Background: an optimization exercise with open tools, aiming at small area and a short achievable clock period. Do not read the settings as production practice.
Function was checked by simulation only, so behaviour that the tests miss may differ from the original.
Power figures rest on the tool's default switching activity, not on a simulated workload.

==> module scope_trigger_capture, before the edit <==
module scope_trigger_capture #(
   parameter int unsigned DATA_W       = 12,
   parameter int unsigned ADDR_W       = 8,
   parameter int unsigned PRE_TRIG     = 64,
   parameter int unsigned AUTO_TIMEOUT = 4096
) (
   input  logic              clock,
   input  logic              reset_n,
   input  logic              sample_valid,
   input  logic [DATA_W-1:0] sample_data,
   input  logic              arm,
   input  logic [DATA_W-1:0] trig_level,
   input  logic              trig_rising,
   input  logic [ADDR_W-1:0] rd_addr,
   output logic [DATA_W-1:0] rd_data,
   output logic [2:0]        state,
   output logic              busy,
   output logic              capture_done,
   output logic              auto_fired
);
   localparam int unsigned DEPTH = 1 << ADDR_W;
   if (ADDR_W != 8) begin : g_addr_check
      $error("scope_trigger_capture: the read network is built for ADDR_W = 8");
   end
   localparam int unsigned POST  = DEPTH - PRE_TRIG;    
   if (PRE_TRIG < 1 || PRE_TRIG > DEPTH - 2 || AUTO_TIMEOUT < 1) begin : g_param_check
      $error("scope_trigger_capture: PRE_TRIG or AUTO_TIMEOUT out of range");
   end
   localparam int unsigned CNT_MAX = (AUTO_TIMEOUT > PRE_TRIG) ? AUTO_TIMEOUT : PRE_TRIG;
   localparam int unsigned CNT_W  = (CNT_MAX > 1) ? $clog2(CNT_MAX) : 1;
   localparam int unsigned PCNT_W = (POST > 2) ? $clog2(POST - 1) : 1;
   localparam logic [CNT_W-1:0]  LD_PRE  = CNT_W'((1 << CNT_W) - PRE_TRIG);
   localparam logic [CNT_W-1:0]  LD_WAIT = CNT_W'((1 << CNT_W) - AUTO_TIMEOUT);
   localparam logic [PCNT_W-1:0] LD_POST = PCNT_W'((1 << PCNT_W) - (POST - 1));
   localparam logic [2:0] S_IDLE    = 3'd0;
   localparam logic [2:0] S_PREFILL = 3'd1;
   localparam logic [2:0] S_WAIT    = 3'd2;
   localparam logic [2:0] S_POST    = 3'd3;
   localparam logic [2:0] S_DONE    = 3'd4;
   logic [2:0]        r_state;
   logic              r_busy;
   logic              r_done;
   logic              r_auto;
   logic [CNT_W-1:0]  r_cnt;
   logic [PCNT_W-1:0] r_pcnt;
   logic [DATA_W-1:0] win [DEPTH];
   logic              w_shift;
   logic              w_acc;
   logic              w_last;
   logic              w_plast;
   logic              w_edge;
   logic              w_fire;
   logic [DATA_W-1:0] w_prev;
   assign w_shift = sample_valid && !r_done;
   assign w_acc   = sample_valid && !arm && r_busy;
   assign w_last  = &r_cnt;
   assign w_plast = &r_pcnt;
   assign w_prev  = win[DEPTH-1];
   assign w_edge = trig_rising ? ((w_prev < trig_level) && (sample_data >= trig_level))
                               : ((w_prev > trig_level) && (sample_data <= trig_level));
   assign w_fire = w_edge || w_last;
   always_ff @(posedge clock or negedge reset_n) begin
      if (!reset_n) begin
         r_state <= S_IDLE;
         r_busy  <= 1'b0;
         r_done  <= 1'b0;
         r_auto  <= 1'b0;
      end else if (arm) begin
         r_state <= S_PREFILL;
         r_busy  <= 1'b1;
         r_done  <= 1'b0;
         r_auto  <= 1'b0;
      end else if (w_acc) begin
         case (r_state)
            S_PREFILL: if (w_last) r_state <= S_WAIT;
            S_WAIT: if (w_fire) begin
               r_state <= S_POST;
               r_auto  <= !w_edge;
            end
            S_POST: if (w_plast) begin
               r_state <= S_DONE;
               r_busy  <= 1'b0;
               r_done  <= 1'b1;
            end
            default: ;
         endcase
      end
   end
   always_ff @(posedge clock) begin
      if (arm) begin
         r_cnt <= LD_PRE;
      end else if (w_acc) begin
         if (r_state == S_PREFILL && w_last) r_cnt <= LD_WAIT;
         else                                r_cnt <= r_cnt + 1'b1;
      end
   end
   always_ff @(posedge clock) begin
      if (w_acc) begin
         if (r_state == S_WAIT) r_pcnt <= LD_POST;
         else                   r_pcnt <= r_pcnt + 1'b1;
      end
   end
   for (genvar k = 0; k < DEPTH; k++) begin : g_win
      always_ff @(posedge clock) begin
         if (w_shift) win[k] <= (k == DEPTH - 1) ? sample_data : win[(k + 1) % DEPTH];
      end
   end
   logic [15:0]       w_hi_sel;
   logic [DATA_W-1:0] w_rd;
   always_comb begin
      for (int h = 0; h < 16; h++) w_hi_sel[h] = (rd_addr[7:4] == 4'(h));
   end
   for (genvar b = 0; b < DATA_W; b++) begin : g_rd
      logic [15:0] w_lo_sel;
      stc_dec4 u_dec (.a(rd_addr[3:0]), .y(w_lo_sel));
      logic [1:0]  p2 [16];    
      logic [15:0] n3;         
      logic [3:0]  p4;         
      logic [1:0]  n5;         
      for (genvar h = 0; h < 16; h++) begin : g_grp
         logic [15:0] d;
         for (genvar l = 0; l < 16; l++) begin : g_d
            assign d[l] = win[16*h + l][b];
         end
         logic [5:0] n1;
         for (genvar i = 0; i < 5; i++) begin : g_tri
            stc_aoi222 u_aoi (.a1(w_lo_sel[3*i]),   .a2(d[3*i]),
                              .b1(w_lo_sel[3*i+1]), .b2(d[3*i+1]),
                              .c1(w_lo_sel[3*i+2]), .c2(d[3*i+2]), .y(n1[i]));
         end
         stc_nand2 u_last (.a(w_lo_sel[15]), .b(d[15]), .y(n1[5]));
         stc_nand3 u_nd0 (.a(n1[0]), .b(n1[1]), .c(n1[2]), .y(p2[h][0]));
         stc_nand3 u_nd1 (.a(n1[3]), .b(n1[4]), .c(n1[5]), .y(p2[h][1]));
         stc_oai21 u_oai (.a1(p2[h][0]), .a2(p2[h][1]), .b(w_hi_sel[h]), .y(n3[h]));
      end
      for (genvar q = 0; q < 4; q++) begin : g_q
         stc_nand4 u_nd (.a(n3[4*q]), .b(n3[4*q+1]), .c(n3[4*q+2]), .d(n3[4*q+3]), .y(p4[q]));
      end
      stc_nor2  u_nr0 (.a(p4[0]), .b(p4[1]), .y(n5[0]));
      stc_nor2  u_nr1 (.a(p4[2]), .b(p4[3]), .y(n5[1]));
      stc_nand2 u_out (.a(n5[0]), .b(n5[1]), .y(w_rd[b]));
   end
   always_ff @(posedge clock) begin
      rd_data <= w_rd;
   end
   assign state        = r_state;
   assign busy         = r_busy;
   assign capture_done = r_done;
   assign auto_fired   = r_auto;
endmodule
==> module stc_aoi222, before the edit <==
module stc_aoi222 (input logic a1, input logic a2, input logic b1, input logic b2,
                   input logic c1, input logic c2, output logic y);
   assign y = !((a1 && a2) || (b1 && b2) || (c1 && c2));
endmodule
==> module stc_nand3, before the edit <==
module stc_nand3 (input logic a, input logic b, input logic c, output logic y);
   assign y = !(a && b && c);
endmodule
make LEC_CHECK=0 CAP_MARGIN=20 CORE_MARGIN=2 CORE_UTILIZATION=45 CTS_CLUSTER_DIAMETER=60 CTS_CLUSTER_SIZE=30 SETUP_SLACK_MARGIN=2.9 SLEW_MARGIN=20 SYNTH_HIERARCHICAL=1 SYNTH_MINIMUM_KEEP_SIZE=0 finish   # period 5.0 ns
run.sh (not shown) runs the stock make flow with config.mk's settings and CLKGATE_MAP_FILE= SYNTH_SCRIPT=/design/flow/synth_recipe.tcl, a recipe that flattens the netlist after the stock synthesis.
Then changed:
--- a/flow/design.v
+++ b/flow/design.v
@@ -118,19 +118,13 @@
       logic [3:0]  p4;         
       logic [1:0]  n5;         
       for (genvar h = 0; h < 16; h++) begin : g_grp
-         logic [15:0] d;
-         for (genvar l = 0; l < 16; l++) begin : g_d
-            assign d[l] = win[16*h + l][b];
+         for (genvar o = 0; o < 2; o++) begin : g_oct
+            logic [7:0] d;
+            for (genvar l = 0; l < 8; l++) begin : g_d
+               assign d[l] = win[16*h + 8*o + l][b];
+            end
+            stc_oct u_oct (.sel(w_lo_sel[8*o +: 8]), .d(d), .y(p2[h][o]));
          end
-         logic [5:0] n1;
-         for (genvar i = 0; i < 5; i++) begin : g_tri
-            stc_aoi222 u_aoi (.a1(w_lo_sel[3*i]),   .a2(d[3*i]),
-                              .b1(w_lo_sel[3*i+1]), .b2(d[3*i+1]),
-                              .c1(w_lo_sel[3*i+2]), .c2(d[3*i+2]), .y(n1[i]));
-         end
-         stc_nand2 u_last (.a(w_lo_sel[15]), .b(d[15]), .y(n1[5]));
-         stc_nand3 u_nd0 (.a(n1[0]), .b(n1[1]), .c(n1[2]), .y(p2[h][0]));
-         stc_nand3 u_nd1 (.a(n1[3]), .b(n1[4]), .c(n1[5]), .y(p2[h][1]));
          stc_oai21 u_oai (.a1(p2[h][0]), .a2(p2[h][1]), .b(w_hi_sel[h]), .y(n3[h]));
       end
       for (genvar q = 0; q < 4; q++) begin : g_q
@@ -153,12 +147,12 @@
       for (int i = 0; i < 16; i++) y[i] = (a == 4'(i));
    end
 endmodule
-module stc_aoi222 (input logic a1, input logic a2, input logic b1, input logic b2,
-                   input logic c1, input logic c2, output logic y);
-   assign y = !((a1 && a2) || (b1 && b2) || (c1 && c2));
-endmodule
-module stc_nand3 (input logic a, input logic b, input logic c, output logic y);
-   assign y = !(a && b && c);
+module stc_oct (input logic [7:0] sel, input logic [7:0] d, output logic y);
+   logic [3:0] n1;
+   for (genvar i = 0; i < 4; i++) begin : g_pair
+      assign n1[i] = !((sel[2*i] && d[2*i]) || (sel[2*i+1] && d[2*i+1]));
+   end
+   assign y = !(&n1);
 endmodule
 module stc_aoi22 (input logic a1, input logic a2, input logic b1, input logic b2, output logic y);
    assign y = !((a1 && a2) || (b1 && b2));
The new run finished with timing, DRC and antenna clean.
Total power rises by 2.4%.
Die area rises by 1.5%.
Core utilization falls by 0.73 points.
Non-clock buffer count falls by 105.
Global-route usage rises by 0.17 points.

[separate check: timing with driven ports]
Ports are ideal in the flow. The routed layouts listed here were re-timed in OpenROAD.
Step 1 sets driving cells, clkbuf_16 on the clock port and buf_2 on the other inputs (assumed; they add their load-dependent delay and slew).
Step 2 times the ports against the registers' clock, not the clock port: input delays grow and output delays shrink by t, the midpoint of the rising clock arrivals with the driver on.
Three values: ideal, step 1, step 2; two values: the first two.
| run | shift t [ns] | setup slack, ns | worst setup path at the end | worst data-port slew with drivers (ns) |
|---|---|---|---|---|
| the first run | 0.932 | 2.608 / 2.108 / 1.176 | input to register | 0.91 |
| the second run | 0.956 | 2.567 / 2.466 / 1.510 | input to register | 0.64 |
After both steps every run listed still meets setup and hold. For the first run, which loses most, drivers alone change the setup slack by -0.500 ns; drivers and shift together by -1.432 ns.
